What follows belongs to an exercise in optimizing a design on an open flow for small area and few clock cycles; a production flow would make more cautious choices.
Function was checked by simulation only, so behaviour that the tests miss may differ from the original.

==> flow/design.v <==
package riscv_pkg;
	localparam int xlen    = 32;
	localparam int depth   = 4;                           
	localparam int iq_w    = 12 + 3 + 5 + xlen;           
endpackage
module op_queue #(
	parameter int width = riscv_pkg::iq_w
) (
	input  logic             clk,
	input  logic             rst_n,
	input  logic             push,
	input  logic [width-1:0] push_data,
	input  logic             pop,
	output logic [width-1:0] head,
	output logic             not_empty,
	output logic             empty_nx      
);
	logic [width-1:0] mem [4];
	logic [1:0]       rd_ptr;
	logic [2:0]       count;
	logic [1:0]       wr_ptr;
	logic [2:0]       count_nx;
	assign wr_ptr    = rd_ptr + count[1:0];
	assign head      = mem[rd_ptr];
	assign not_empty = (count != 3'd0);
	assign count_nx  = count + {2'b0, push} - {2'b0, pop};
	assign empty_nx  = (count_nx == 3'd0);
	always_ff @(posedge clk) begin
		if (push)
			mem[wr_ptr] <= push_data;
	end
	always_ff @(posedge clk or negedge rst_n) begin
		if (!rst_n) begin
			rd_ptr <= '0;
			count  <= '0;
		end else begin
			if (pop)
				rd_ptr <= rd_ptr + 2'd1;
			count <= count_nx;
		end
	end
endmodule
module r_type_alu (
	input  logic [31:0] a,          
	input  logic [31:0] b,          
	input  logic [2:0]  f3,         
	input  logic        i30,        
	input  logic        i25,        
	input  logic        is_i,       
	output logic [31:0] d
);
	logic        inv;
	logic [31:0] bb;
	logic [31:0] p;
	logic [31:0] g;
	logic [31:0] gg;
	logic [31:0] pp;
	logic [32:0] c;
	logic [31:0] sum;
	logic        lt;
	logic        ltu;
	logic        left;
	logic        fill;
	logic [31:0] sh [6];
	logic [31:0] shr;
	logic [31:0] shl;
	logic        legal;
	logic        s_add, s_sll, s_slt, s_sltu, s_xor, s_shr, s_or, s_and;
	assign inv = ~f3[2] & (f3[1] | (i30 & ~is_i));
	assign bb  = b ^ {32{inv}};
	assign p   = a ^ bb;
	assign g   = a & bb;
	always_comb begin
		gg    = g;
		pp    = p;
		gg[0] = g[0] | (p[0] & inv);
		for (int l = 0; l < 5; l++)
			for (int i = 0; i < 32; i++)
				if (((i + 1) % (1 << (l + 1))) == 0) begin
					gg[i] = gg[i] | (pp[i] & gg[i - (1 << l)]);
					pp[i] = pp[i] & pp[i - (1 << l)];
				end
		for (int l = 3; l >= 0; l--)
			for (int i = 0; i < 32; i++)
				if ((((i + 1) % (1 << (l + 1))) == (1 << l)) && (i >= (1 << (l + 1)))) begin
					gg[i] = gg[i] | (pp[i] & gg[i - (1 << l)]);
					pp[i] = pp[i] & pp[i - (1 << l)];
				end
	end
	assign c   = {gg, inv};
	assign sum = p ^ c[31:0];
	assign ltu = ~c[32];
	assign lt  = (a[31] ^ b[31]) ? a[31] : sum[31];
	assign left = ~f3[2];
	assign fill = i30 & a[31] & ~left;
	always_comb begin
		for (int k = 0; k < 32; k++)
			sh[0][k] = left ? a[31-k] : a[k];
		for (int s = 0; s < 5; s++)
			for (int k = 0; k < 32; k++)
				sh[s+1][k] = b[s] ? ((k + (1 << s) < 32) ? sh[s][k + (1 << s)] : fill) : sh[s][k];
		for (int k = 0; k < 32; k++)
			shl[k] = sh[5][31-k];
	end
	assign shr = sh[5];
	assign legal = is_i ? ~((f3 == 3'b001) & i30)
		: (~i25 & (~i30 | (f3 == 3'b000) | (f3 == 3'b101)));
	assign s_add  = legal & (f3 == 3'b000);
	assign s_sll  = legal & (f3 == 3'b001);
	assign s_slt  = legal & (f3 == 3'b010);
	assign s_sltu = legal & (f3 == 3'b011);
	assign s_xor  = legal & (f3 == 3'b100);
	assign s_shr  = legal & (f3 == 3'b101);
	assign s_or   = legal & (f3 == 3'b110);
	assign s_and  = legal & (f3 == 3'b111);
	assign d = ({32{s_add}} & sum) | ({32{s_sll}} & shl) | ({32{s_shr}} & shr)
		| ({32{s_xor}} & p) | ({32{s_or}} & (p | g)) | ({32{s_and}} & g)
		| {31'b0, (s_slt & lt) | (s_sltu & ltu)};
endmodule
module i_type_alu (
	input  logic [63:0]                 op,     
	output logic [riscv_pkg::iq_w-1:0] packed_op
);
	assign packed_op = {op[63:52], op[46:44], op[43:39], op[31:0]};
endmodule
module wb_arbiter (
	input  logic clk,
	input  logic rst_n,
	input  logic acc_r,         
	input  logic acc_i,         
	input  logic i_queued,      
	input  logic i_empty_nx,    
	output logic take_i,        
	output logic push_i,        
	output logic pop_i,         
	output logic r_credit,
	output logic i_credit,
	output logic wb_valid
);
	logic [2:0] owe_r;          
	logic [2:0] owe_r_acc;
	assign take_i   = ~acc_r & (acc_i | i_queued);
	assign pop_i    = ~acc_r & i_queued;
	assign push_i   = acc_i & (acc_r | i_queued);
	assign wb_valid = acc_r | take_i;
	assign i_credit  = take_i;
	assign owe_r_acc = owe_r + {2'b0, acc_r};
	assign r_credit  = (owe_r_acc != 3'd0) & (i_empty_nx | take_i);
	always_ff @(posedge clk or negedge rst_n) begin
		if (!rst_n)
			owe_r <= '0;
		else
			owe_r <= owe_r_acc - {2'b0, r_credit};
	end
endmodule
module exec_cluster (
	input  logic        clk,
	input  logic        rst_n,
	input  logic        r_valid,
	input  logic [95:0] r_op,
	output logic        r_credit,
	input  logic        i_valid,
	input  logic [63:0] i_op,
	output logic        i_credit,
	output logic        wb_valid,
	output logic [36:0] wb
);
	logic                       acc_r;
	logic                       acc_i;
	logic [riscv_pkg::iq_w-1:0] i_new;
	logic [riscv_pkg::iq_w-1:0] i_head;
	logic [riscv_pkg::iq_w-1:0] i_sel;
	logic                       i_queued;
	logic                       i_empty_nx;
	logic                       take_i;
	logic                       push_i;
	logic                       pop_i;
	logic [31:0]                a;
	logic [31:0]                b;
	logic [2:0]                 f3;
	logic                       i30;
	logic                       i25;
	logic [4:0]                 rd;
	logic [31:0]                d;
	logic                       wb_now;
	assign acc_r = r_valid & rst_n;
	assign acc_i = i_valid & rst_n;
	i_type_alu u_i_fields (
		.op        (i_op),
		.packed_op (i_new)
	);
	op_queue u_i_queue (
		.clk       (clk),
		.rst_n     (rst_n),
		.push      (push_i),
		.push_data (i_new),
		.pop       (pop_i),
		.head      (i_head),
		.not_empty (i_queued),
		.empty_nx  (i_empty_nx)
	);
	wb_arbiter u_arbiter (
		.clk        (clk),
		.rst_n      (rst_n),
		.acc_r      (acc_r),
		.acc_i      (acc_i),
		.i_queued   (i_queued),
		.i_empty_nx (i_empty_nx),
		.take_i     (take_i),
		.push_i     (push_i),
		.pop_i      (pop_i),
		.r_credit   (r_credit),
		.i_credit   (i_credit),
		.wb_valid   (wb_now)
	);
	assign i_sel = i_queued ? i_head : i_new;
	always_comb begin
		if (acc_r) begin
			a   = r_op[63:32];
			b   = r_op[31:0];
			f3  = r_op[78:76];
			i30 = r_op[94];
			i25 = r_op[89];
			rd  = r_op[75:71];
		end else begin
			a   = i_sel[31:0];
			b   = {{20{i_sel[51]}}, i_sel[51:40]};
			f3  = i_sel[39:37];
			i30 = i_sel[50];
			i25 = 1'b0;
			rd  = i_sel[36:32];
		end
	end
	r_type_alu u_alu (
		.a    (a),
		.b    (b),
		.f3   (f3),
		.i30  (i30),
		.i25  (i25),
		.is_i (~acc_r),
		.d    (d)
	);
	always_ff @(posedge clk or negedge rst_n) begin
		if (!rst_n)
			wb_valid <= 1'b0;
		else
			wb_valid <= wb_now;
	end
	always_ff @(posedge clk) begin
		wb <= {rd, d};
	end
endmodule
==> flow/flow/run.sh <==
#!/bin/bash
# Standard ORFS layout, with plain minimum-size buffers on the ports
# instead of the delay cells buffer_ports picks by default.
cp standard.sh standard_copy.txt
export BUFFER_PORTS_ARGS="-buffer_cell sky130_fd_sc_hd__buf_1"
bash standard.sh > standard.log 2>&1
==> flow/standard.sh <==
#!/bin/bash
# synth_recipe.tcl (not shown) runs the flow's synth.tcl, then flattens the netlist and writes it again
# the make line also repeats each setting of config.mk as NAME=value (left out here)
make -C /OpenROAD-flow-scripts/flow DESIGN_CONFIG=/design/flow/config.mk WORK_HOME=/design/flow/orfs CLKGATE_MAP_FILE= SYNTH_SCRIPT=/design/flow/synth_recipe.tcl "${@:-finish}"
==> flow/config.mk <==
export PLATFORM = sky130hd
export DESIGN_NAME = exec_cluster
export DESIGN_NICKNAME = exec_cluster
export VERILOG_FILES = /design/flow/design.v
export SDC_FILE = /design/flow/constraint.sdc
export NUM_CORES = 4
export LEC_CHECK = 0
export ABC_AREA = 1
export CAP_MARGIN = 20
export CORE_MARGIN = 2
export CORE_UTILIZATION = 50
export CTS_BUF_LIST = sky130_fd_sc_hd__clkbuf_4 sky130_fd_sc_hd__clkbuf_8
export SLEW_MARGIN = 20
==> flow/constraint.sdc <==
create_clock -name core_clock -period 6.0 [get_ports {clk}]
set_input_delay 1.2000 -clock core_clock [delete_from_list [all_inputs] [get_ports {clk}]]
set_output_delay 1.2000 -clock core_clock [all_outputs]
set_load 0.01 [all_outputs]
==> results.json, run 1 <==
{
  "post-place-ws_ns": -0.108,
  "synthSimpleGateAreaFrac_pct": 31.2,
  "crit_end": "wb[0]",
  "grt_max_degree": 51,
  "multi_input_area_um2": 7770,
  "cap_violations": 0,
  "track_usage_pct": 30.5,
  "via_count": 14400,
  "finalHoldViolations": 0,
  "ys.flop_type": "edfxtp_1",
  "syn_area_um2": 16100,
  "cts_buffer_depth": 3,
  "port_buffers": 169,
  "grt_pass1_wl_mm": 77.8,
  "grt_antenna_before_repair": 0,
  "ioPinCount": 204,
  "reg2reg_depth": 31,
  "fillers": 2947,
  "synth_xor_area_share_pct": 2.88,
  "ctsResizeCount": 0,
  "cts.sinks": 254,
  "period_share_pct": 92.0,
  "diodes": 0,
  "remaining_drc_errors": 0,
  "start_util_pct": 51.0,
  "drive_above_1_share_pct": 8.58,
  "die_height_um": 184,
  "synth.area.mux_share_pct": 0,
  "fin_area_um2": 18000,
  "die_w_um": 184,
  "cp.arrival_ns": 6.01,
  "synth_compound_area_share_pct": 6.35,
  "cts_hold_buf": 0,
  "worstSetupEndpointType": "flip-flop",
  "drtIter0Drc": 1268,
  "startpoint": "rst_n",
  "rows": 65,
  "wl_per_cell_um": 20.0,
  "core_area_um2": 31600,
  "path_clk_slew_ns": 0.06,
  "root_buffer": "clkbuf_8",
  "timing_worst_setup_path_type": "in2reg",
  "gp_congestion": 0.953,
  "htreeDepth": 2,
  "min_period_ns": 5.52,
  "dieArea_um2": 33700,
  "status": "complete, no violations",
  "cp_max_fo": 20,
  "synth_nets": 2211,
  "worstSkewPairLatency_ns": 0.58,
  "syn-instance-count": 1959,
  "final_nets": 2367,
  "yosysUniqueCellTypes": 48,
  "ys_ff_latch": 254,
  "yosysSeqAreaShare_pct": 44.7,
  "area_growth_pct": 11.5,
  "seqCellArea_um2": 7210,
  "fin_ws_ns": 0.479,
  "place_area_um2": 17100,
  "setup_viol": 0,
  "hold_path.class": "reg2reg",
  "cts_buffers": 44,
  "wl_mm": 51.0,
  "r2r-end": "wb[0]",
  "ys_warn_count": 5,
  "cp-start-kind": "input pin",
  "rsz0062_at_grt": "no",
  "rr_startpoint": "u_i_queue.rd_ptr[0]",
  "post_cts.repair.setup_buffers": 0,
  "synth-edff-count": 208,
  "ys_async_sr_fraction_pct": 3.54,
  "tightestPinTransition_ns": 0.953,
  "fin_setup_tns_ns": 0,
  "firstDrtPassIters": 5,
  "dp.cells": 2471,
  "vias_per_cell": 5.67,
  "grt_pass1_vias": 13700,
  "synth.avg_cell_area_um2": 8.23,
  "hpwl_mm": 36.2,
  "skew_ns": 0.0313,
  "maxSlewHeadroom_pct": 36.4,
  "rrSetupSlack_ns": 0.55,
  "grt_overflow_total": 0,
  "fmax_ghz": 0.181,
  "stdcell_count": 2546,
  "maxSlewViolCount": 0,
  "ant_nets": 0,
  "worst_ep_required_time_ns": 6.48,
  "cts_tree": "done",
  "synth_fa_ha_area_share_pct": 7.62,
  "synth_top_family_by_area": "simple AND/OR/NAND/NOR gates"
}
[worst min path at each step]
stage | startpoint | endpoint | slack [ns] | depth (start not counted)
floorplan | u_i_queue.count[2] | u_i_queue.count[2] | 0.52 | 1
finish | u_i_queue.count[2] | u_i_queue.count[2] | 0.56 | 1
global route | u_i_queue.count[2] | u_i_queue.count[2] | 0.58 | 1
detailed placement | u_i_queue.count[2] | u_i_queue.count[2] | 0.54 | 1
CTS | u_i_queue.count[2] | u_i_queue.count[2] | 0.55 | 1
global placement | u_i_queue.count[2] | u_i_queue.count[2] | 0.54 | 1
[through the flow]
step	util, %	hold WS [ns]
2_1_floorplan	-	0.521
3_3_place_gp	54.1	0.544
3_5_place_dp	54.1	0.543
4_1_cts	56.8	0.551
5_1_grt	56.8	0.577
6_report	56.8	0.555
[synth_stat cells (13+ instances only)]
library cell  number  area (um^2)
nand4_1           17          106
nand3_1          481         2410
a21oi_1           35          175
buf_2             53          265
o21ai_1           29          145
nor2_1           112          420
edfxtp_1         208         6250
nand2_1          462         1730
buf_4             18          135
xor2_1            47          412
fa_1              17          340
dfxtp_1           37          741
clkbuf_1          26         97.6
o21ai_0           63          315
ha_1              71          888
or2_2             18          113
o221ai_1          13          114
inv_1            143          537
[metal layers]
layer	up-vias	wire length [um]	GRT usage, %	share of wire, %
met1	6800	22400	41.7	44
met5	-	0	0	0
met2	539	23400	48.7	46
li1	6991	-	-	-
met4	0	1580	9.92	3.1
met3	97	3680	6.18	7.2
[kinds of logic after synthesis]
kind of cell / count (synthesis)
fa+ha+maj: 88
simple gates: 1123
buf+inv: 266
flops: 254
compound gates: 175
xor+xnor: 53
[area by class of cell]
type | count | area share [%]
multi-input cells | 1439 | 43.2
flip-flops and latches | 254 | 40.1
repair buffers | 221 | 5.84
clock buffers | 59 | 4.06
inverters | 155 | 3.25
well taps | 402 | 2.80
clock inverters | 16 | 0.758
[critical path, stage by stage]
cell      delay (ns)
buf_1           0.10
nand2_1         0.30
inv_2           0.12
a21oi_4         0.38
a22oi_1         0.16
inv_1           0.53
a21oi_1         0.11
xor2_1          0.21
inv_1           0.07
ha_1            0.35
nand2_1         0.08
o21ai_0         0.19
a211oi_1        0.09
nand2_1         0.11
nand2_1         0.06
nand3_1         0.13
inv_1           0.10
nor2_1          0.11
nor2_1          0.08
o21a_1          0.20
fa_1            0.44
xor2_1          0.19
o21ai_0         0.18
nand4_1         0.09
o21ai_0         0.17
nand2_1         0.12
nand4_1         0.13
[cell usage in the layout, fill, tap and decap left out, drive strengths merged, types with 3 or more instances in the layout]
master  instances
inv           156
o22ai          12
clkinv         12
nand3         487
o211ai          3
edfxtp        208
xor2           47
a211oi          3
fa             17
nor3           11
xnor2           6
dfxtp          37
clkbuf         59
o21ai          92
ha             71
o221ai         13
nor2          118
nand4          17
buf           221
nand2         469
a21oi          41
or2            19
dfrtp           9
[flip-flops by register name (all words and copies together) (netlist names)]
signal            count
u_arbiter.owe_r       3
u_i_queue.count       3
u_i_queue.mem       208
u_i_queue.rd_ptr      2
wb                   37
wb_valid              1
Testbench counts, summed over its fixed seeds: cycles 3,864.
==> run 2: changes to the inputs <==
--- a/flow/design.v
+++ b/flow/design.v
@@ -47,7 +47,9 @@
 	input  logic        i30,        
 	input  logic        i25,        
 	input  logic        is_i,       
-	output logic [31:0] d
+	output logic [31:0] d,          
+	output logic        fast,       
+	output logic [31:0] d_fast      
 );
 	logic        inv;
 	logic [31:0] bb;
@@ -113,9 +115,10 @@
 	assign s_shr  = legal & (f3 == 3'b101);
 	assign s_or   = legal & (f3 == 3'b110);
 	assign s_and  = legal & (f3 == 3'b111);
-	assign d = ({32{s_add}} & sum) | ({32{s_sll}} & shl) | ({32{s_shr}} & shr)
-		| ({32{s_xor}} & p) | ({32{s_or}} & (p | g)) | ({32{s_and}} & g)
-		| {31'b0, (s_slt & lt) | (s_sltu & ltu)};
+	assign fast   = ~legal | f3[2] | (f3[1:0] == 2'b01);
+	assign d_fast = ({32{s_sll}} & shl) | ({32{s_shr}} & shr)
+		| ({32{s_xor}} & (a ^ b)) | ({32{s_or}} & (a | b)) | ({32{s_and}} & (a & b));
+	assign d      = d_fast | ({32{s_add}} & sum) | {31'b0, (s_slt & lt) | (s_sltu & ltu)};
 endmodule
 module i_type_alu (
 	input  logic [63:0]                 op,     
@@ -183,6 +186,11 @@
 	logic [4:0]                 rd;
 	logic [31:0]                d;
 	logic                       wb_now;
+	logic                       fast;
+	logic [31:0]                d_fast;
+	logic                       now_out;
+	logic                       held;
+	logic [36:0]                held_wb;
 	assign acc_r = r_valid & rst_n;
 	assign acc_i = i_valid & rst_n;
 	i_type_alu u_i_fields (
@@ -238,15 +246,20 @@
 		.i30  (i30),
 		.i25  (i25),
 		.is_i (~acc_r),
-		.d    (d)
-	);
+		.d    (d),
+		.fast (fast),
+		.d_fast (d_fast)
+	);
+	assign now_out = wb_now & fast & ~held;
+	assign wb_valid = held | now_out;
+	assign wb       = held ? held_wb : {rd, d_fast};
 	always_ff @(posedge clk or negedge rst_n) begin
 		if (!rst_n)
-			wb_valid <= 1'b0;
+			held <= 1'b0;
 		else
-			wb_valid <= wb_now;
+			held <= wb_now & ~now_out;
 	end
 	always_ff @(posedge clk) begin
-		wb <= {rd, d};
-	end
-endmodule
+		held_wb <= {rd, d};
+	end
+endmodule
--- a/flow/config.mk
+++ b/flow/config.mk
@@ -9,5 +9,4 @@
 export CAP_MARGIN = 20
 export CORE_MARGIN = 2
 export CORE_UTILIZATION = 50
-export CTS_BUF_LIST = sky130_fd_sc_hd__clkbuf_4 sky130_fd_sc_hd__clkbuf_8
 export SLEW_MARGIN = 20
==> results.json, run 2 <==
{
  "status": "complete, no violations",
  "synth-edff-count": 208,
  "wl_per_cell_um": 20.2,
  "timing_worst_setup_path_type": "in2out",
  "final_cell_mix": "nand2_1, nand3_1, inv_1",
  "syn-instance-count": 2323,
  "cts_buffer_depth": 3,
  "cp.arrival_ns": 4.53,
  "fin_setup_tns_ns": 0,
  "hold_path.class": "in2async",
  "port_buffers": 169,
  "largest_reg_flops": 208,
  "cp-start-kind": "input pin",
  "cts.sinks": 254,
  "dp.cells": 2886,
  "rr_startpoint": "u_i_queue.rd_ptr[0]",
  "cts_tree": "done",
  "start_util_pct": 50.5,
  "synth.most_common_cell": "nand2_1",
  "wl_mm": 59.5,
  "reg2reg_depth": 26,
  "synth_top_area_share_pct": 35.0,
  "hpwl_mm": 42.2,
  "min_period_ns": 5.73,
  "ys_warn_count": 5,
  "rows": 69,
  "startpoint": "rst_n",
  "grt_pass1_vias": 15400,
  "ant_nets": 0,
  "maxSlewHeadroom_pct": 36.7,
  "ys_ff_latch": 254,
  "cpPeakStageDelay_ns": 0.29,
  "yosysSeqAreaShare_pct": 40.4,
  "post_cts.repair.setup_buffers": 0,
  "htreeDepth": 1,
  "track_usage_pct": 32.1,
  "worstSetupEndpointType": "primary output",
  "ys.flop_type": "edfxtp_1",
  "regMostFlops": "u_i_queue.mem",
  "grt_antenna_before_repair": 1,
  "synth_top_cell_by_area": "edfxtp_1",
  "grt_overflow_total": 0,
  "cts_buffers": 29,
  "worstSkewPairLatency_ns": 0.59,
  "slowest_stage": "buf_4",
  "finalHoldViolations": 0,
  "ioPinCount": 204,
  "worst_ep_required_time_ns": 4.80,
  "rsz0062_at_grt": "no",
  "core_area_um2": 35300,
  "tightestPinTransition_ns": 0.948,
  "synth.avg_cell_area_um2": 7.68,
  "grt_max_degree": 56,
  "yosys-top-cells-area": "edfxtp_1, nand2_1, nand3_1",
  "die_w_um": 193,
  "area_growth_pct": 11.3,
  "rrSetupSlack_ns": 0.62,
  "crit_end": "wb[11]",
  "final_nets": 2738,
  "reg_top3": "u_i_queue.mem: 208 flops, held_wb: 37 flops",
  "skew_ns": 0.0175,
  "path_common_cell": "nand3_1",
  "drive_above_1_share_pct": 6.87,
  "fmax_ghz": 0.174,
  "root_buffer": "clkbuf_16",
  "layout.cells.most_common": "nand2_1",
  "r2r-end": "held_wb[0]",
  "synth_nets": 2605,
  "cts_hold_buf": 0,
  "drtIter0Drc": 1484,
  "firstDrtPassIters": 5,
  "cp_cell_sequence": "buf_1 -> nand2_2 -> buf_4 -> buf_4 -> buf_4 -> nand4_1 -> o21ai_0 -> inv_1 -> nand2_1 -> inv_1 -> nand2_1 -> nand3_1 -> nand3_1 -> nand3_1 -> nand3_1 -> nand3_1 -> nand3_1 -> nand3_1 -> nand2_1 -> nand2_1 -> buf_1",
  "die_height_um": 193,
  "setup_viol": 0,
  "ys_top_cells_by_count": "nand2_1, nand3_1, inv_1",
  "syn_area_um2": 17800,
  "maxSlewViolCount": 0,
  "via_count": 16500,
  "stdcell_count": 2938,
  "vias_per_cell": 5.60,
  "dieArea_um2": 37200,
  "yosysUniqueCellTypes": 48,
  "gp_congestion": 0.985,
  "grt_pass1_wl_mm": 89.5,
  "cp_max_fo": 17,
  "remaining_drc_errors": 0,
  "ys_async_sr_fraction_pct": 3.54,
  "path_clk_slew_ns": 0.06,
  "period_share_pct": 95.5,
  "cap_violations": 0
}
[run 2: cell count changes in the layout (fill, tap and decap cells not counted), sizes merged, moves of 14 or more]
| cell | previous run | this run |
|---|---|---|
| buf | 221 | 235 |
| clkbuf | 59 | 38 |
| ha | 71 | 101 |
| inv | 156 | 229 |
| nand2 | 469 | 688 |
| nand3 | 487 | 463 |
| nand4 | 17 | 47 |
| nor2 | 118 | 155 |
| o2111ai | 0 | 22 |
| o21ai | 92 | 52 |
[run 2: cell families (layout without fill, tap and decap cells)]
| group | count (synthesis) | in the layout | share of synthesized area (%) |
|---|---|---|---|
| AOI/OAI and AO/OA | 152 | 152 | 5.45 |
| xor gates and xnor gates | 53 | 53 | 2.60 |
| other | 0 | 1 | 0 |
| DFF | 254 | 254 | 40.4 |
| buffers and inverters | 360 | 513 | 8.65 |
| and+or+nand+nor | 1386 | 1386 | 33.9 |
| adders and majority gates | 118 | 118 | 8.99 |
[run 2: layout make-up]
cell class / instances / area [um^2]
fillers: 3445 / 15500
well taps: 461 / 577
clock inverters: 13 / 105
multi-input cells: 1709 / 9140
clock buffers: 38 / 779
flip-flops and latches: 254 / 7220
diodes: 1 / 2.50
inverters: 227 / 852
repair buffers: 235 / 1180
[run 2: worst min-delay path by stage]
stage               slack [ns]            endpoint  cells after the start
floorplan                 0.53  u_i_queue.count[0]                      1
global placement          0.57  u_i_queue.count[0]                      1
detailed placement        0.57  u_i_queue.count[0]                      1
CTS                       0.57  u_i_queue.count[1]                      2
global route              0.61  u_i_queue.count[1]                      2
finish                    0.58  u_i_queue.count[1]                      2
[run 2: layer usage]
layer  share of wire, %  up-vias  wire [um]  global-route usage (%)
li1                   -     8018          -                       -
met4                4.9        0       2900                    14.4
met5                  0        -          0                       0
met1                 43     7650      25600                    44.2
met2                 44      668      26300                    49.8
met3                7.8      126       4660                    4.96
[run 2: timing repair]
item | CTS | global route
setup endpoints to repair | 0 | 14
gates resized for setup | 0 | 1
endpoints found under the hold margin | 0 | 0
[run 2: critical path: cells and delay by family]
| kind | cells | cell delay (ns) |
|---|---|---|
| AO/OA/AOI/OAI | 1 | 0.11 |
| buffers and inverters | 7 | 1.25 |
| AND/OR/NAND/NOR | 13 | 1.95 |
[run 2: stage by stage]
stage | setup WS [ns] | hold slack (ns) | utilization, % | cell area [um^2]
global route | 0.0558 | 0.606 | 56.2 | 19900
global placement | 0.216 | 0.571 | 53.7 | 19000
CTS | 0.254 | 0.569 | 56.2 | 19800
detailed placement | 0.176 | 0.566 | 53.7 | 19000
floorplan | 0.0427 | 0.529 | - | 17800
finish | 0.268 | 0.576 | 56.2 | 19900
Testbench counts of run 2, summed over its fixed seeds: cycles 3,451.
==> run 3: changes to the inputs <==
--- a/flow/design.v
+++ b/flow/design.v
@@ -117,7 +117,7 @@
 	assign s_and  = legal & (f3 == 3'b111);
 	assign fast   = ~legal | f3[2] | (f3[1:0] == 2'b01);
 	assign d_fast = ({32{s_sll}} & shl) | ({32{s_shr}} & shr)
-		| ({32{s_xor}} & (a ^ b)) | ({32{s_or}} & (a | b)) | ({32{s_and}} & (a & b));
+		| ({32{s_xor}} & p) | ({32{s_or}} & (p | g)) | ({32{s_and}} & g);
 	assign d      = d_fast | ({32{s_add}} & sum) | {31'b0, (s_slt & lt) | (s_sltu & ltu)};
 endmodule
 module i_type_alu (
==> results.json, run 3 <==
{
  "track_usage_pct": 32.2,
  "cp.arrival_ns": 4.62,
  "rsz0062_at_grt": "no",
  "reg2reg_depth": 24,
  "wl_mm": 58.5,
  "regMostFlops": "u_i_queue.mem",
  "final_nets": 2652,
  "reg_top3": "u_i_queue.mem: 208 flops, held_wb: 37 flops",
  "cts_hold_buf": 0,
  "timing_worst_setup_path_type": "reg2out",
  "rr_startpoint": "u_i_queue.rd_ptr[0]",
  "min_period_ns": 5.82,
  "layout.cells.most_common": "nand2_1",
  "ys_async_sr_fraction_pct": 3.54,
  "synth_top_area_share_pct": 35.8,
  "drive_above_1_share_pct": 7.26,
  "hold_path.class": "reg2reg",
  "remaining_drc_errors": 0,
  "status": "complete, no violations",
  "holdPathEnd": "u_i_queue.count[2]",
  "min_path_cells": 1,
  "skew_ns": 0.0224,
  "port_buffers": 169,
  "area_growth_pct": 11.9,
  "htreeDepth": 1,
  "synth_top_cell_by_area": "edfxtp_1",
  "worstSkewPairLatency_ns": 0.59,
  "path_clk_slew_ns": 0.06,
  "grt_max_degree": 61,
  "die_w_um": 191,
  "r2r-end": "held_wb[0]",
  "hpwl_mm": 41.9,
  "cts_tree": "done",
  "finalHoldViolations": 0,
  "ys_top_cells_by_count": "nand2_1, nand3_1, inv_1",
  "cp-start-kind": "flip-flop",
  "cts_buffers": 29,
  "final_cell_mix": "nand2_1, nand3_1, inv_1",
  "cap_violations": 0,
  "via_count": 16200,
  "core_area_um2": 34500,
  "ys_warn_count": 5,
  "holdCritStartpoint": "u_i_queue.count[2]",
  "vias_per_cell": 5.61,
  "maxSlewViolCount": 0,
  "worst_ep_required_time_ns": 4.80,
  "start_util_pct": 50.6,
  "wl_per_cell_um": 20.3,
  "syn-instance-count": 2261,
  "rrSetupSlack_ns": 0.65,
  "tightestPinTransition_ns": 1.01,
  "fmax_ghz": 0.172,
  "worstSetupEndpointType": "primary output",
  "grt_pass1_vias": 14800,
  "synth.most_common_cell": "nand2_1",
  "grt_antenna_before_repair": 1,
  "ant_nets": 0,
  "fin_setup_tns_ns": 0,
  "yosys-top-cells-area": "edfxtp_1, nand2_1, nand3_1",
  "period_share_pct": 96.9,
  "firstDrtPassIters": 5,
  "synth.avg_cell_area_um2": 7.72,
  "setup_viol": 0,
  "largest_reg_flops": 208,
  "cts.sinks": 254,
  "cts_buffer_depth": 3,
  "yosysUniqueCellTypes": 51,
  "rows": 68,
  "grt_pass1_wl_mm": 88.4,
  "die_height_um": 191,
  "dieArea_um2": 36400,
  "grt_overflow_total": 0,
  "synth-edff-count": 208,
  "yosysSeqAreaShare_pct": 41.3,
  "cp_max_fo": 33,
  "drtIter0Drc": 1731,
  "ioPinCount": 204,
  "syn_area_um2": 17400,
  "maxSlewHeadroom_pct": 32.3,
  "dp.cells": 2824,
  "ys_ff_latch": 254,
  "stdcell_count": 2879,
  "synth_nets": 2513,
  "root_buffer": "clkbuf_16",
  "gp_congestion": 0.961,
  "ys.flop_type": "edfxtp_1"
}
-- run 3: cell count changes in the layout (fill, tap and decap cells not counted), sizes merged, moves of 5 or more --
cell / previous run / this run
o21ai: 52 / 67
or2: 24 / 15
inv: 229 / 252
nor2: 155 / 140
nand4: 47 / 42
a21oi: 42 / 49
ha: 101 / 71
nand2: 688 / 634
xor2: 42 / 23
clkbuf: 38 / 33
clkinv: 10 / 16
xnor2: 11 / 30
-- run 3: final cells by class --
cell class | count | area (um^2)
Fill cell | 3306 | 14900
Multi-Input combinational cell | 1627 | 8650
Tap cell | 455 | 569
Sequential cell | 254 | 7220
Clock buffer | 33 | 741
Antenna cell | 1 | 2.50
Clock inverter | 21 | 199
Timing Repair Buffer | 236 | 1190
Inverter | 252 | 946
-- run 3: worst max path at each step --
stage                                    from             endpoint
after global placement                  rst_n               wb[31]
after global routing      u_i_queue.rd_ptr[0]               wb[31]
after floorplan                       r_valid  u_i_queue.mem[0][0]
after detailed placement                rst_n           held_wb[0]
after CTS                               rst_n               wb[31]
final                     u_i_queue.rd_ptr[0]               wb[31]
-- run 3: what timing repair did --
item,CTS,global route
buffers inserted,0,0
resized for setup,0,2
endpoints found under the setup margin,0,13
-- run 3: through the flow --
step / worst slack, ns / hold slack [ns] / util, % / area (um^2)
floorplan: 0.0681 / 0.521 / - / 17400
global placement: 0.200 / 0.546 / 53.9 / 18600
detailed placement: 0.219 / 0.557 / 53.9 / 18600
CTS: 0.206 / 0.570 / 56.6 / 19500
global route: 0.00382 / 0.595 / 56.6 / 19500
finish: 0.184 / 0.562 / 56.6 / 19500
-- run 3: layer usage --
| layer | vias to the layer above | share of wire [%] | global-route usage, % |
|---|---|---|---|
| met5 | - | 0 | 0 |
| met4 | 0 | 3.3 | 10.3 |
| met3 | 83 | 8.0 | 4.84 |
| met2 | 660 | 45 | 50.9 |
| met1 | 7582 | 43 | 45.4 |
| li1 | 7830 | - | - |
-- run 3: kinds of logic after synthesis --
| kind of cell | Yosys count | share of synthesized area [%] |
|---|---|---|
| compound gates | 182 | 6.71 |
| xor+xnor | 53 | 2.66 |
| fa+ha+maj | 89 | 7.10 |
| buf+inv | 380 | 9.25 |
| flops | 254 | 41.3 |
| simple gates | 1303 | 32.9 |
-- run 3: critical path, cell delays in order (launching register included) --
cell      delay, ns
dfrtp_4        0.49
inv_2          0.39
buf_4          0.43
nor2_1         0.09
o211ai_2       0.18
nand3_2        0.14
buf_4          0.28
inv_2          0.49
nand3_1        0.35
nand3_1        0.18
nand3_1        0.14
nand3_1        0.19
nand3_1        0.16
nand3_1        0.14
nand2_1        0.05
nand2_1        0.12
buf_1          0.17
Testbench counts of run 3, summed over its fixed seeds: cycles 3,451.
==> run 4: changes to the inputs <==
--- a/flow/config.mk
+++ b/flow/config.mk
@@ -8,5 +8,6 @@
 export ABC_AREA = 1
 export CAP_MARGIN = 20
 export CORE_MARGIN = 2
-export CORE_UTILIZATION = 50
+export CORE_UTILIZATION = 55
+export GPL_TIMING_DRIVEN = 0
 export SLEW_MARGIN = 20
==> results.json, run 4 <==
{
  "status": "complete, no violations",
  "htreeDepth": 1,
  "cts_tree": "done",
  "fmax_ghz": 0.173,
  "worst_ep_required_time_ns": 4.80,
  "rows": 65,
  "dr_wl_met2_mm": 27.2,
  "setup_viol": 0,
  "yosysSeqAreaShare_pct": 41.3,
  "syn_area_um2": 17400,
  "layout.cells.most_common": "nand2_1",
  "ys_ff_latch": 254,
  "fin_setup_tns_ns": 0,
  "synth.most_common_cell": "nand2_1",
  "die_height_um": 182,
  "tightestPinTransition_ns": 0.862,
  "grt_pass1_vias": 16100,
  "rr_startpoint": "u_i_queue.rd_ptr[0]",
  "cap_violations": 0,
  "routedLengthMet1_mm": 25.8,
  "stdcell_count": 2914,
  "cts_buffer_depth": 3,
  "cts_buffers": 28,
  "yosysUniqueCellTypes": 51,
  "root_buffer": "clkbuf_16",
  "maxUsedRoutingLayer": "met4",
  "remaining_drc_errors": 0,
  "whs_ns": 0.448,
  "finalHoldViolations": 0,
  "worstSkewPairLatency_ns": 0.57,
  "ioPinCount": 204,
  "regMostFlops": "u_i_queue.mem",
  "final_cell_mix": "nand2_1, nand3_1, inv_1",
  "timing_worst_setup_path_type": "in2out",
  "synth-edff-count": 208,
  "core_area_um2": 31400,
  "ant_nets": 0,
  "cp.arrival_ns": 4.59,
  "syn-instance-count": 2261,
  "vias_per_cell": 5.99,
  "ys_top_cells_by_count": "nand2_1, nand3_1, inv_1",
  "dp.cells": 2860,
  "die_w_um": 182,
  "reg2reg_depth": 27,
  "period_share_pct": 96.6,
  "area_growth_pct": 14.6,
  "firstDrtPassIters": 11,
  "cts.sinks": 254,
  "skew_ns": 0.0177,
  "slowest_stage": "nor2_1",
  "maxSlewViolCount": 0,
  "cp.depth": 18,
  "port_buffers": 169,
  "r2r-end": "held_wb[0]",
  "dieArea_um2": 33200,
  "ys_async_sr_fraction_pct": 3.54,
  "ys.flop_type": "edfxtp_1",
  "wl_mm": 63.0,
  "cp_max_fo": 11,
  "synth.avg_cell_area_um2": 7.72,
  "cp-start-kind": "input pin",
  "worstSetupEndpointType": "primary output",
  "rrSetupSlack_ns": 0.28,
  "drive_above_1_share_pct": 9.95,
  "wl_per_cell_um": 21.6,
  "final_nets": 2742,
  "yosys-top-cells-area": "edfxtp_1, nand2_1, nand3_1",
  "hold_path.class": "in2async",
  "synth_nets": 2513,
  "diodes": 0,
  "grt_overflow_total": 0,
  "hpwl_mm": 48.7,
  "drtIter0Drc": 2459,
  "cp_num_buf_inv": 8,
  "path_clk_slew_ns": 0.07,
  "synth_top_cell_by_area": "edfxtp_1",
  "cpPeakStageDelay_ns": 0.36,
  "largest_reg_flops": 208,
  "min_period_ns": 5.79,
  "gp_congestion": 1.04,
  "grt_pass1_wl_mm": 94.6,
  "wl_met3_mm": 6.72,
  "ys_warn_count": 5,
  "maxSlewHeadroom_pct": 42.5,
  "path_common_cell": "buf_4",
  "cp_cell_sequence": "buf_4 -> nand2_1 -> buf_4 -> buf_2 -> buf_4 -> o21ai_0 -> nand2_2 -> buf_4 -> xnor2_1 -> inv_1 -> ha_1 -> inv_1 -> o21ai_1 -> nor2_1 -> nand3_1 -> nand2_1 -> nand2_1 -> buf_1",
  "track_usage_pct": 37.5,
  "start_util_pct": 55.6,
  "synth_top_area_share_pct": 35.8,
  "rsz0062_at_grt": "no",
  "via_count": 17400,
  "cp_top_family": "buffers and inverters",
  "grt_antenna_before_repair": 0,
  "reg_top3": "u_i_queue.mem: 208 flops, held_wb: 37 flops",
  "grt_max_degree": 15
}
[run 4: cell counts after synthesis]
Identical to the previous run, type by type.
[run 4: cell type report]
| class | instances | area, um^2 |
|---|---|---|
| multi-input cells | 1627 | 8860 |
| repair buffers | 201 | 917 |
| well taps | 402 | 503 |
| fillers | 2815 | 11400 |
| clock buffers | 35 | 727 |
| clock inverters | 17 | 130 |
| plain buffers | 126 | 701 |
| inverters | 252 | 951 |
| flip-flops and latches | 254 | 7210 |
[run 4: repair_timing]
action,4_1_cts,5_1_grt
pin swaps,1,2
cloned,0,0
setup endpoints to repair,46,6
hold buffers,0,0
hold endpoints to repair,0,0
setup buffers,0,4
resized for setup,24,31
[run 4: logic make-up (layout without fill, tap and decap cells)]
family                   Yosys count  count (layout)  synth area share, %
AND/OR/NAND/NOR                 1303            1303                 32.9
adder cells (fa/ha/maj)           89              89                 7.10
XOR/XNOR                          53              53                 2.66
AO/OA/AOI/OAI                    182             182                 6.71
flip-flops                       254             254                 41.3
buffers and inverters            380             631                 9.25
[run 4: through the flow]
stage / util [%] / area, um^2 / worst slack [ns]
2_1_floorplan: - / 17400 / 0.0681
3_3_place_gp: 59.2 / 18600 / -3.86
3_5_place_dp: 60.0 / 18800 / -1.47
4_1_cts: 63.0 / 19800 / 0.00802
5_1_grt: 63.7 / 20000 / 0.00925
6_report: 63.7 / 20000 / 0.206
[run 4: how the worst max path moves through the flow]
stage | startpoint | end | slack [ns]
after floorplan | r_valid | u_i_queue.mem[0][0] | 0.07
after global placement | rst_n | u_i_queue.mem[0][19] | -3.86
after detailed placement | rst_n | held_wb[0] | -1.47
after CTS | rst_n | held_wb[0] | 0.008
after global routing | rst_n | held_wb[0] | 0.009
final | rst_n | wb[8] | 0.21
[run 4: layer usage]
metal / vias to the layer above / GRT usage, %
li1: 8019 / -
met1: 8159 / 53.2
met2: 1067 / 57.1
met3: 198 / 6.09
met4: 0 / 16.3
met5: - / 0
==> run 5: changes to the inputs <==
--- a/flow/config.mk
+++ b/flow/config.mk
@@ -6,8 +6,7 @@
 export NUM_CORES = 4
 export LEC_CHECK = 0
 export ABC_AREA = 1
-export CAP_MARGIN = 20
+export CAP_MARGIN = 0
 export CORE_MARGIN = 2
 export CORE_UTILIZATION = 55
-export GPL_TIMING_DRIVEN = 0
-export SLEW_MARGIN = 20
+export SLEW_MARGIN = 0
==> results.json, run 5 <==
{
  "drive_above_1_share_pct": 7.55,
  "reg_top3": "u_i_queue.mem: 208 flops, held_wb: 37 flops",
  "ys_async_sr_fraction_pct": 3.54,
  "ys.flop_type": "edfxtp_1",
  "gp_congestion": 0.949,
  "holdCritStartpoint": "u_i_queue.count[2]",
  "synth_top_area_share_pct": 35.8,
  "stdcell_count": 2826,
  "dp.cells": 2779,
  "drtIter0Drc": 1752,
  "hold_path.class": "reg2reg",
  "grt_overflow_total": 0,
  "cp-start-kind": "input pin",
  "syn_area_um2": 17400,
  "synth_nets": 2513,
  "die_w_um": 182,
  "post_cts.repair.setup_buffers": 0,
  "yosysUniqueCellTypes": 51,
  "final_cell_mix": "nand2_1, nand3_1, inv_1",
  "post-place-ws_ns": 0.0164,
  "synth_compound_area_share_pct": 6.71,
  "worstSkewPairLatency_ns": 0.56,
  "whs_ns": 0.556,
  "syn-instance-count": 2261,
  "rr_startpoint": "u_i_queue.rd_ptr[0]",
  "ioPinCount": 204,
  "maxSlewHeadroom_pct": 43.8,
  "firstDrtPassIters": 5,
  "fin_setup_tns_ns": 0,
  "synth_top_cell_by_area": "edfxtp_1",
  "layout.cells.most_common": "nand2_1",
  "wl_mm": 56.9,
  "grt_pass1_wl_mm": 86.0,
  "cts_tree": "done",
  "synth_top_family_by_area": "simple AND/OR/NAND/NOR gates",
  "fillers": 2828,
  "die_height_um": 182,
  "track_usage_pct": 34.0,
  "multi_input_area_um2": 8650,
  "ant_nets": 0,
  "synth_fa_ha_area_share_pct": 7.10,
  "rows": 65,
  "remaining_drc_errors": 0,
  "period_share_pct": 96.7,
  "maxSlewViolCount": 0,
  "grt_max_degree": 61,
  "start_util_pct": 55.6,
  "worst_ep_required_time_ns": 4.80,
  "final_nets": 2659,
  "ys_warn_count": 5,
  "finalHoldViolations": 0,
  "timing_worst_setup_path_type": "in2out",
  "hpwl_mm": 40.5,
  "synth_xor_area_share_pct": 2.66,
  "port_buffers": 169,
  "htreeDepth": 1,
  "synth.area.mux_share_pct": 0,
  "cp_max_fo": 33,
  "vias_per_cell": 5.77,
  "via_count": 16300,
  "yosys-top-cells-area": "edfxtp_1, nand2_1, nand3_1",
  "min_period_ns": 5.80,
  "cap_violations": 0,
  "startpoint": "rst_n",
  "core_area_um2": 31400,
  "synthSimpleGateAreaFrac_pct": 32.9,
  "rsz0062_at_grt": "no",
  "fin_ws_ns": 0.197,
  "seqCellArea_um2": 7220,
  "cts_buffers": 28,
  "worstSetupEndpointType": "primary output",
  "dieArea_um2": 33200,
  "status": "complete, no violations",
  "setup_viol": 0,
  "cts_buffer_depth": 3,
  "synth-edff-count": 208,
  "path_clk_slew_ns": 0.06,
  "skew_ns": 0.0173,
  "synth.avg_cell_area_um2": 7.72,
  "fmax_ghz": 0.172,
  "yosysSeqAreaShare_pct": 41.3,
  "ys_ff_latch": 254,
  "largest_reg_flops": 208,
  "wl_per_cell_um": 20.1,
  "area_growth_pct": 11.1,
  "regMostFlops": "u_i_queue.mem",
  "root_buffer": "clkbuf_16",
  "cts.sinks": 254,
  "grt_pass1_vias": 15000,
  "grt_antenna_before_repair": 0,
  "ys_top_cells_by_count": "nand2_1, nand3_1, inv_1",
  "tightestPinTransition_ns": 0.843,
  "synth.most_common_cell": "nand2_1",
  "diodes": 0,
  "cts_hold_buf": 0,
  "cp.arrival_ns": 4.60
}
run 5: cell count changes in the layout (fill, tap and decap cells not counted), sizes merged:
cell / previous run / this run
buf: 303 / 244
bufinv: 1 / 2
clkbuf: 59 / 33
clkinv: 12 / 10
clkinvlp: 2 / 0
run 5: layout make-up:
| type | instances | area share [%] |
|---|---|---|
| multi-input cells | 1627 | 44.6 |
| flip-flops and latches | 254 | 37.2 |
| repair buffers | 244 | 6.20 |
| well taps | 402 | 2.60 |
| clock inverters | 14 | 0.717 |
| inverters | 252 | 4.88 |
| clock buffers | 33 | 3.76 |
run 5: timing repair:
item | 4_1_cts | 5_1_grt
resized for setup | 0 | 1
endpoints found under the setup margin | 0 | 1
hold endpoints to repair | 0 | 0
run 5: routing by layer:
| metal | routed length, um | up-vias | track usage, % |
|---|---|---|---|
| li1 | - | 7833 | - |
| met1 | 23800 | 7560 | 47.3 |
| met2 | 25400 | 792 | 53.1 |
| met3 | 5240 | 131 | 6.01 |
| met4 | 2530 | 0 | 14.0 |
| met5 | 0 | - | 0 |
run 5: through the flow:
step | cell area, um^2 | util [%]
6_report | 19400 | 61.7
3_5_place_dp | 18500 | 59.0
5_1_grt | 19400 | 61.7
4_1_cts | 19400 | 61.7
3_3_place_gp | 18500 | 59.0
2_1_floorplan | 17400 | -
run 5: worst paths after layout:
check                                       to  slack (ns)  cells past startpoint
min                         u_i_queue.count[2]        0.56                      1
min in group asynchronous   u_i_queue.count[0]        0.60                      2
max                                     wb[14]        0.20                     21
max reg2reg                         held_wb[0]        0.59                     27
max in group asynchronous  u_i_queue.rd_ptr[0]        5.24                      2
min reg2reg                 u_i_queue.count[2]        0.56                      1
run 5: cells by family (layout without fill, tap and decap cells):
logic type | count (synthesis) | after routing
AND/OR/NAND/NOR | 1303 | 1303
flip-flops | 254 | 254
buffers and inverters | 380 | 543
adder cells (fa/ha/maj) | 89 | 89
AO/OA/AOI/OAI | 182 | 182
XOR/XNOR | 53 | 53
run 5: critical path, cell delays in order:
cell	delay [ns]
buf_1	0.11
nand2_2	0.12
inv_2	0.13
a21oi_4	0.04
buf_4	0.16
buf_4	0.19
o211ai_2	0.09
nand3_2	0.15
buf_4	0.30
inv_2	0.50
nand3_1	0.38
nand2_1	0.13
nand2_1	0.07
nand2_1	0.08
nand2_1	0.10
nand3_1	0.17
nand3_1	0.11
nand3_1	0.14
nand2_1	0.06
nand2_1	0.14
buf_1	0.18
==> run 6: changes to the inputs <==
--- a/flow/config.mk
+++ b/flow/config.mk
@@ -6,7 +6,7 @@
 export NUM_CORES = 4
 export LEC_CHECK = 0
 export ABC_AREA = 1
-export CAP_MARGIN = 0
+export CAP_MARGIN = 20
 export CORE_MARGIN = 2
-export CORE_UTILIZATION = 55
-export SLEW_MARGIN = 0
+export CORE_UTILIZATION = 60
+export SLEW_MARGIN = 20
==> results.json, run 6 <==
{
  "cts_tree": "done",
  "finalHoldViolations": 0,
  "synth.avg_cell_area_um2": 7.72,
  "tightestPinTransition_ns": 0.656,
  "track_usage_pct": 36.4,
  "final_nets": 2645,
  "skew_ns": 0.0174,
  "final_cell_mix": "nand2_1, nand3_1, inv_1",
  "fillers": 2392,
  "root_buffer": "clkbuf_16",
  "utilization_pct": 67.4,
  "rows": 62,
  "wl_mm": 56.0,
  "hpwl_mm": 39.3,
  "cpPeakStageDelay_ns": 0.36,
  "drtIter0Drc": 2274,
  "synth_fa_ha_area_share_pct": 7.10,
  "synth.area.mux_share_pct": 0,
  "path_clk_slew_ns": 0.06,
  "synth_compound_area_share_pct": 6.71,
  "path_common_cell": "nand3_1",
  "port_buffers": 169,
  "worst_ep_required_time_ns": 4.80,
  "via_count": 16600,
  "synth_nets": 2513,
  "cp.arrival_ns": 4.58,
  "cts_buffers": 27,
  "min_path_cells": 1,
  "dieArea_um2": 30500,
  "fin_setup_tns_ns": 0,
  "cts.sinks": 254,
  "grt_overflow_total": 0,
  "rr_startpoint": "u_i_queue.rd_ptr[0]",
  "firstDrtPassIters": 7,
  "cp_max_fo": 37,
  "htreeDepth": 1,
  "ant_nets": 0,
  "rsz0062_at_grt": "no",
  "largest_reg_flops": 208,
  "synth.most_common_cell": "nand2_1",
  "status": "complete, no violations",
  "rrSetupSlack_ns": 0.76,
  "cp_top_family": "buffers and inverters",
  "syn_area_um2": 17400,
  "diodes": 0,
  "ys_ff_latch": 254,
  "yosysSeqAreaShare_pct": 41.3,
  "grt_antenna_before_repair": 0,
  "reg2reg_depth": 27,
  "dp.cells": 2748,
  "die_height_um": 175,
  "whs_ns": 0.605,
  "wl_per_cell_um": 20.0,
  "cap_violations": 0,
  "hold_path.class": "reg2reg",
  "grt_pass1_vias": 15200,
  "ys_async_sr_fraction_pct": 3.54,
  "ys_top_cells_by_count": "nand2_1, nand3_1, inv_1",
  "layout.cells.most_common": "nand2_1",
  "synth_xor_area_share_pct": 2.66,
  "startpoint": "rst_n",
  "vias_per_cell": 5.93,
  "grt_max_degree": 101,
  "synthSimpleGateAreaFrac_pct": 32.9,
  "remaining_drc_errors": 0,
  "synth-edff-count": 208,
  "r2r-end": "held_wb[0]",
  "reg_top3": "u_i_queue.mem: 208 flops, held_wb: 37 flops",
  "yosysUniqueCellTypes": 51,
  "period_share_pct": 96.4,
  "synth_top_family_by_area": "simple AND/OR/NAND/NOR gates",
  "worstSetupEndpointType": "primary output",
  "ys_warn_count": 5,
  "grt_pass1_wl_mm": 86.0,
  "setup_viol": 0,
  "drive_above_1_share_pct": 7.04,
  "ys.flop_type": "edfxtp_1",
  "stdcell_count": 2798,
  "maxSlewViolCount": 0,
  "synth_top_cell_by_area": "edfxtp_1",
  "gp_congestion": 0.965,
  "holdCritStartpoint": "u_i_queue.count[2]",
  "core_area_um2": 28700,
  "timing_worst_setup_path_type": "in2out",
  "cp_num_buf_inv": 8,
  "die_w_um": 175,
  "holdPathEnd": "u_i_queue.count[2]",
  "cts_buffer_depth": 3,
  "start_util_pct": 60.8,
  "synth_top_area_share_pct": 35.8,
  "cp_cell_sequence": "buf_1 -> nand2_2 -> inv_2 -> a21oi_4 -> buf_12 -> buf_4 -> o221ai_1 -> nand3_2 -> buf_4 -> inv_2 -> buf_4 -> nand3_1 -> nand3_1 -> nand3_1 -> nand3_1 -> nand3_1 -> nand2_1 -> nand2_1 -> buf_1",
  "area_growth_pct": 10.9,
  "post_cts.repair.setup_buffers": 0,
  "cp-start-kind": "input pin",
  "min_period_ns": 5.78,
  "fmax_ghz": 0.173,
  "slowest_stage": "buf_4",
  "syn-instance-count": 2261,
  "ioPinCount": 204,
  "yosys-top-cells-area": "edfxtp_1, nand2_1, nand3_1",
  "worstSkewPairLatency_ns": 0.56,
  "regMostFlops": "u_i_queue.mem",
  "maxSlewHeadroom_pct": 56.3
}
run 6: cell counts after synthesis:
No cell type changed its count.
run 6: what timing repair did:
item,4_1_cts,5_1_grt
resized for setup,0,2
hold buffers,0,0
setup endpoints to repair,0,3
run 6: kinds of logic (layout without fill, tap and decap cells):
logic type / after synthesis / count (layout)
AOI/OAI and AO/OA: 182 / 182
and+or+nand+nor: 1303 / 1303
buffers and inverters: 380 / 533
DFF: 254 / 254
adders and majority gates: 89 / 89
xor gates and xnor gates: 53 / 53
run 6: how the worst max path moves through the flow:
stage | to | depth (start not counted)
floorplan | u_i_queue.mem[0][0] | 6
global placement | held_wb[0] | 27
detailed placement | held_wb[0] | 28
CTS | wb[0] | 16
global route | wb[27] | 19
finish | wb[20] | 19
run 6: cell type report:
class	instances	area (um^2)	share of cell area, %
inverters	252	948	4.90
clock inverters	12	163	0.840
flip-flops and latches	254	7220	37.3
repair buffers	231	1160	6.01
clock buffers	38	737	3.81
well taps	384	480	2.48
multi-input cells	1627	8640	44.7
run 6: routing by layer:
| layer | global-route usage (%) | vias to the layer above | share of wire [%] |
|---|---|---|---|
| met5 | 0 | - | 0 |
| met4 | 15.2 | 0 | 4.4 |
| met3 | 4.37 | 130 | 9.5 |
| met2 | 56.6 | 941 | 45 |
| met1 | 51.8 | 7694 | 41 |
| li1 | - | 7821 | - |
run 6: stage by stage:
step	worst slack, ns	cell area (um^2)
floorplan	0.0681	17400
global placement	0.306	18500
detailed placement	0.195	18500
CTS	0.297	19300
global route	0.0307	19400
finish	0.217	19400
run 6: worst reg2reg max path: stages (launching register included):
cell     delay, ns
dfrtp_4       0.57
inv_2         0.37
nand2_1       0.13
nand3_1       0.10
nand3_1       0.10
nand3_2       0.08
inv_1         0.05
o21ai_0       0.11
nand2_1       0.14
buf_12        0.20
xnor2_1       0.35
inv_1         0.09
ha_1          0.36
inv_1         0.07
nor4_1        0.45
inv_1         0.08
nor2_1        0.11
nand2_1       0.06
nand2_1       0.08
a21oi_1       0.08
o31a_1        0.28
fa_1          0.44
xnor2_1       0.16
maj3_1        0.38
nand3_1       0.08
nand2_1       0.05
nand3_1       0.06
nand4_1       0.10
==> run 7: changes to the inputs <==
--- a/flow/config.mk
+++ b/flow/config.mk
@@ -8,5 +8,7 @@
 export ABC_AREA = 1
 export CAP_MARGIN = 20
 export CORE_MARGIN = 2
-export CORE_UTILIZATION = 60
+export CORE_UTILIZATION = 50
+export CTS_CLUSTER_DIAMETER = 100
+export CTS_CLUSTER_SIZE = 30
 export SLEW_MARGIN = 20
==> results.json, run 7 <==
{
  "status": "complete, no violations",
  "synth.avg_cell_area_um2": 7.72,
  "timing_worst_setup_path_type": "reg2out",
  "cp_top_family": "buffers and inverters",
  "worst_ep_required_time_ns": 4.80,
  "core_area_um2": 34500,
  "remaining_drc_errors": 0,
  "yosys-top-cells-area": "edfxtp_1, nand2_1, nand3_1",
  "synth-edff-count": 208,
  "synth_top_area_share_pct": 35.8,
  "root_buffer": "clkbuf_16",
  "grt_pass1_wl_mm": 87.5,
  "post-place-ws_ns": 0.219,
  "vias_per_cell": 5.59,
  "syn_area_um2": 17400,
  "worstSkewPairLatency_ns": 0.52,
  "min_period_ns": 5.75,
  "ys_ff_latch": 254,
  "die_w_um": 191,
  "skew_ns": 0.0309,
  "cp_num_buf_inv": 5,
  "path_clk_slew_ns": 0.12,
  "cts_tree": "done",
  "ioPinCount": 204,
  "cts_hold_buf": 0,
  "fin_area_um2": 19100,
  "fin_ws_ns": 0.254,
  "reg_top3": "u_i_queue.mem: 208 flops, held_wb: 37 flops",
  "wl_mm": 57.8,
  "ys_top_cells_by_count": "nand2_1, nand3_1, inv_1",
  "syn-instance-count": 2261,
  "yosysUniqueCellTypes": 51,
  "drive_above_1_share_pct": 6.52,
  "start_util_pct": 50.6,
  "cp.arrival_ns": 4.55,
  "grt_max_degree": 61,
  "ys.flop_type": "edfxtp_1",
  "largest_reg_flops": 208,
  "place_area_um2": 18600,
  "hold_path.class": "reg2reg",
  "maxSlewViolCount": 0,
  "dieArea_um2": 36400,
  "die_height_um": 191,
  "grt_pass1_vias": 14700,
  "whs_ns": 0.573,
  "cp_max_fo": 33,
  "synth_nets": 2513,
  "final_nets": 2637,
  "final_cell_mix": "nand2_1, nand3_1, inv_1",
  "fmax_ghz": 0.174,
  "cts_buffer_depth": 3,
  "ant_nets": 0,
  "utilization_pct": 55.3,
  "synth.most_common_cell": "nand2_1",
  "layout.cells.most_common": "nand2_1",
  "cts_buffers": 14,
  "post_cts.repair.setup_buffers": 0,
  "hpwl_mm": 41.9,
  "path_common_cell": "nand3_1",
  "grt_overflow_total": 0,
  "drtIter0Drc": 1601,
  "ys_warn_count": 5,
  "rsz0062_at_grt": "no",
  "rows": 68,
  "regMostFlops": "u_i_queue.mem",
  "ys_async_sr_fraction_pct": 3.54,
  "finalHoldViolations": 0,
  "firstDrtPassIters": 6,
  "cpPeakStageDelay_ns": 0.51,
  "cap_violations": 0,
  "track_usage_pct": 31.8,
  "wl_per_cell_um": 20.3,
  "cts.sinks": 254,
  "cp-start-kind": "flip-flop",
  "tightestPinTransition_ns": 1.02,
  "cp_cell_sequence": "inv_2 -> buf_4 -> nor2_1 -> o211ai_2 -> nand3_2 -> buf_4 -> inv_2 -> nand3_1 -> nand3_1 -> nand3_1 -> nand3_1 -> nand3_1 -> nand3_1 -> nand2_1 -> nand2_1 -> buf_1",
  "synth_top_cell_by_area": "edfxtp_1",
  "period_share_pct": 95.8,
  "port_buffers": 169,
  "worstSetupEndpointType": "primary output",
  "via_count": 15900,
  "area_growth_pct": 9.26,
  "slowest_stage": "dfrtp_4",
  "htreeDepth": 1,
  "setup_viol": 0,
  "maxSlewHeadroom_pct": 31.3,
  "fin_setup_tns_ns": 0,
  "yosysSeqAreaShare_pct": 41.3,
  "grt_antenna_before_repair": 1,
  "gp_congestion": 0.961
}
[run 7: cell counts after synthesis]
No cell type changed its count.
[run 7: cells by family (layout without fill, tap and decap cells)]
group | after synthesis | count (layout) | synth area share, %
other | 0 | 1 | 0
buffers and inverters | 380 | 512 | 9.25
AO/OA/AOI/OAI | 182 | 182 | 6.71
flip-flops | 254 | 254 | 41.3
XOR/XNOR | 53 | 53 | 2.66
AND/OR/NAND/NOR | 1303 | 1303 | 32.9
adder cells (fa/ha/maj) | 89 | 89 | 7.10
[run 7: layer usage]
metal / vias up / GRT usage [%] / wire length [um]
li1: 7776 / - / -
met3: 83 / 5.39 / 4600
met2: 608 / 50.1 / 26000
met1: 7450 / 44.6 / 25000
met4: 0 / 10.6 / 2120
met5: - / 0 / 0
[run 7: final cells by class]
class	count	area, um^2
Clock inverter	5	93.8
Inverter	252	946
Antenna cell	1	2.50
Fill cell	3358	15400
Timing Repair Buffer	236	1190
Multi-Input combinational cell	1627	8650
Sequential cell	254	7220
Tap cell	455	569
Clock buffer	19	390
[run 7: through the flow]
| step | std cells |
|---|---|
| floorplan | 2261 |
| global placement | 2824 |
| detailed placement | 2824 |
| CTS | 2848 |
| global route | 2848 |
| finish | 2849 |
[run 7: final timing paths]
check                      slack, ns                   to           startpoint  depth (start not counted)
max                             0.25               wb[31]  u_i_queue.rd_ptr[0]                         16
min in group asynchronous       0.63   u_arbiter.owe_r[0]                rst_n                          2
max in group asynchronous       5.21  u_i_queue.rd_ptr[0]                rst_n                          2
max reg2reg                     0.63           held_wb[0]  u_i_queue.rd_ptr[0]                         24
min                             0.57   u_i_queue.count[2]   u_i_queue.count[2]                          1
min reg2reg                     0.57   u_i_queue.count[2]   u_i_queue.count[2]                          1
[run 7: timing repair]
item,CTS,global route
gates resized for setup,0,2
hold endpoints to repair,0,0
endpoints found under the setup margin,0,13
==> run 8: changes to the inputs <==
--- a/flow/config.mk
+++ b/flow/config.mk
@@ -8,7 +8,8 @@
 export ABC_AREA = 1
 export CAP_MARGIN = 20
 export CORE_MARGIN = 2
-export CORE_UTILIZATION = 50
+export CORE_UTILIZATION = 55
 export CTS_CLUSTER_DIAMETER = 100
-export CTS_CLUSTER_SIZE = 30
+export CTS_CLUSTER_SIZE = 22
+export GPL_TIMING_DRIVEN = 0
 export SLEW_MARGIN = 20
==> results.json, run 8 <==
{
  "ys_top_cells_by_count": "nand2_1, nand3_1, inv_1",
  "via_count": 17300,
  "largest_reg_flops": 208,
  "port_buffers": 169,
  "setup_viol": 0,
  "grt_max_degree": 24,
  "synth_nets": 2513,
  "ant_nets": 0,
  "maxSlewHeadroom_pct": 41.6,
  "diodes": 0,
  "yosys-top-cells-area": "edfxtp_1, nand2_1, nand3_1",
  "synth.avg_cell_area_um2": 7.72,
  "fin_area_um2": 19600,
  "grt_overflow_total": 0,
  "yosysUniqueCellTypes": 51,
  "area_growth_pct": 12.5,
  "ys.flop_type": "edfxtp_1",
  "yosysSeqAreaShare_pct": 41.3,
  "min_period_ns": 5.83,
  "ioPinCount": 204,
  "maxSlewViolCount": 0,
  "synth_top_cell_by_area": "edfxtp_1",
  "vias_per_cell": 5.97,
  "finalHoldViolations": 0,
  "cp-start-kind": "input pin",
  "synth-edff-count": 208,
  "root_buffer": "clkbuf_16",
  "slowest_stage": "fa_1",
  "track_usage_pct": 37.2,
  "syn-instance-count": 2261,
  "synth_top_area_share_pct": 35.8,
  "worstSkewPairLatency_ns": 0.53,
  "fmax_ghz": 0.172,
  "fin_setup_tns_ns": 0,
  "cts_hold_buf": 0,
  "path_clk_slew_ns": 0.10,
  "path_common_cell": "nand2_1",
  "htreeDepth": 1,
  "status": "complete, no violations",
  "cts_buffers": 17,
  "seqCellArea_um2": 7210,
  "start_util_pct": 55.6,
  "timing_worst_setup_path_type": "in2reg",
  "tightestPinTransition_ns": 0.877,
  "grt_antenna_before_repair": 0,
  "wl_per_cell_um": 21.6,
  "remaining_drc_errors": 0,
  "synth.most_common_cell": "nand2_1",
  "reg_top3": "u_i_queue.mem: 208 flops, held_wb: 37 flops",
  "wl_mm": 62.5,
  "ys_async_sr_fraction_pct": 3.54,
  "die_height_um": 182,
  "fillers": 2860,
  "cpPeakStageDelay_ns": 0.48,
  "cp.arrival_ns": 6.22,
  "worst_ep_required_time_ns": 6.39,
  "cap_violations": 0,
  "drtIter0Drc": 2206,
  "worstSetupEndpointType": "flip-flop",
  "gp_congestion": 1.04,
  "rows": 65,
  "die_w_um": 182,
  "firstDrtPassIters": 7,
  "ys_warn_count": 5,
  "multi_input_area_um2": 8810,
  "syn_area_um2": 17400,
  "drive_above_1_share_pct": 9.27,
  "grt_pass1_wl_mm": 93.7,
  "hpwl_mm": 48.7,
  "skew_ns": 0.0232,
  "core_area_um2": 31400,
  "cts_tree": "done",
  "dieArea_um2": 33200,
  "cts_buffer_depth": 3,
  "hold_path.class": "in2async",
  "grt_pass1_vias": 16000,
  "period_share_pct": 97.1,
  "regMostFlops": "u_i_queue.mem",
  "final_cell_mix": "nand2_1, nand3_1, inv_1",
  "final_nets": 2732,
  "layout.cells.most_common": "nand2_1",
  "ys_ff_latch": 254,
  "cts.sinks": 254,
  "cp_max_fo": 11,
  "place_area_um2": 18800
}
==> run 8: cell counts after synthesis <==
Identical to the previous run, type by type.
==> run 8: stage by stage <==
stage	instances	utilization, %	setup WS, ns	hold slack [ns]
after floorplan	2261	-	0.0681	0.521
after global placement	2832	59.2	-3.86	0.546
after detailed placement	2860	60.0	-1.47	0.549
after CTS	2890	62.0	0.00342	0.490
after global routing	2893	62.5	-0.0528	0.491
final	2893	62.5	0.172	0.484
==> run 8: worst paths after layout <==
path                                        to  cells after the start  slack [ns]                 from
setup / recovery                    held_wb[0]                     31        0.17                rst_n
hold / removal                            held                      1        0.48                rst_n
setup reg to reg                    held_wb[0]                     28        0.40  u_i_queue.rd_ptr[0]
hold reg to reg             u_i_queue.count[2]                      1        0.57   u_i_queue.count[2]
max in group asynchronous  u_i_queue.rd_ptr[1]                      1        5.36                rst_n
min in group core_clock     u_i_queue.count[2]                      1        0.57   u_i_queue.count[2]
==> run 8: final cells by class <==
type | count | area share (%)
plain buffers | 126 | 3.66
repair buffers | 202 | 4.65
flip-flops and latches | 254 | 36.7
multi-input cells | 1627 | 44.9
inverters | 252 | 4.84
clock buffers | 25 | 2.32
well taps | 402 | 2.56
clock inverters | 5 | 0.357
==> run 8: timing repair <==
item,4_1_cts,5_1_grt
pin swaps,0,2
endpoints found under the setup margin,44,3
buffers inserted,0,5
resized for setup,27,32
==> run 8: logic make-up after synthesis <==
family	after synthesis	synth area share, %
AO/OA/AOI/OAI	182	6.71
flip-flops	254	41.3
XOR/XNOR	53	2.66
adder cells (fa/ha/maj)	89	7.10
AND/OR/NAND/NOR	1303	32.9
buffers and inverters	380	9.25
==> run 8: critical path, delay by kind of cell <==
family	cells	cell delay, ns
adders and majority gates	3	1.21
and+or+nand+nor	14	1.69
AOI/OAI and AO/OA	4	0.73
buffers and inverters	8	0.99
xor gates and xnor gates	2	0.36
==> run 8: per-layer routing <==
metal,GRT usage [%],vias up,wire (um)
met5,0,-,0
met2,57.0,1015,27300
met4,15.6,0,3160
met3,5.97,174,6550
met1,52.7,8101,25500
li1,-,7981,-

[separate check: timing with driven ports]
The results above use ideal ports. As a check the final layouts listed here were re-extracted and re-timed, cells and wires unchanged. Step 1, drivers: a clkbuf_16 drives clk and a buf_2 each remaining input, both assumed. Step 2 also shifts input and output timing later by t, the mid clock arrival at the registers, as if the neighbouring blocks saw the same clock. a / b / c = ideal ports / drivers / drivers and shift; a / b = the first two.
run	shift t [ns]	setup WS [ns]	worst setup path at the end	worst data-port slew with drivers (ns)
run 1	0.612	0.479 / 0.504 / -0.108	input to register	0.09
run 2	0.638	0.268 / 0.246 / 0.078	input to register	0.07
run 3	0.633	0.184 / 0.127 / 0.142	input to register	0.08
run 4	0.615	0.206 / 0.182 / -0.311	input to register	0.06
run 5	0.611	0.197 / 0.168 / -0.015	input to register	0.06
run 6	0.605	0.217 / 0.186 / 0.174	input to register	0.06
run 7	0.565	0.254 / 0.197 / 0.160	input to register	0.07
run 8	0.567	0.172 / 0.206 / -0.361	input to register	0.06
With both steps, setup timing fails in run 1, run 4, run 5 and run 8, where it was met with ideal ports. For run 1, which loses most, drivers alone change the setup slack by +0.025 ns; drivers and shift together by -0.587 ns.
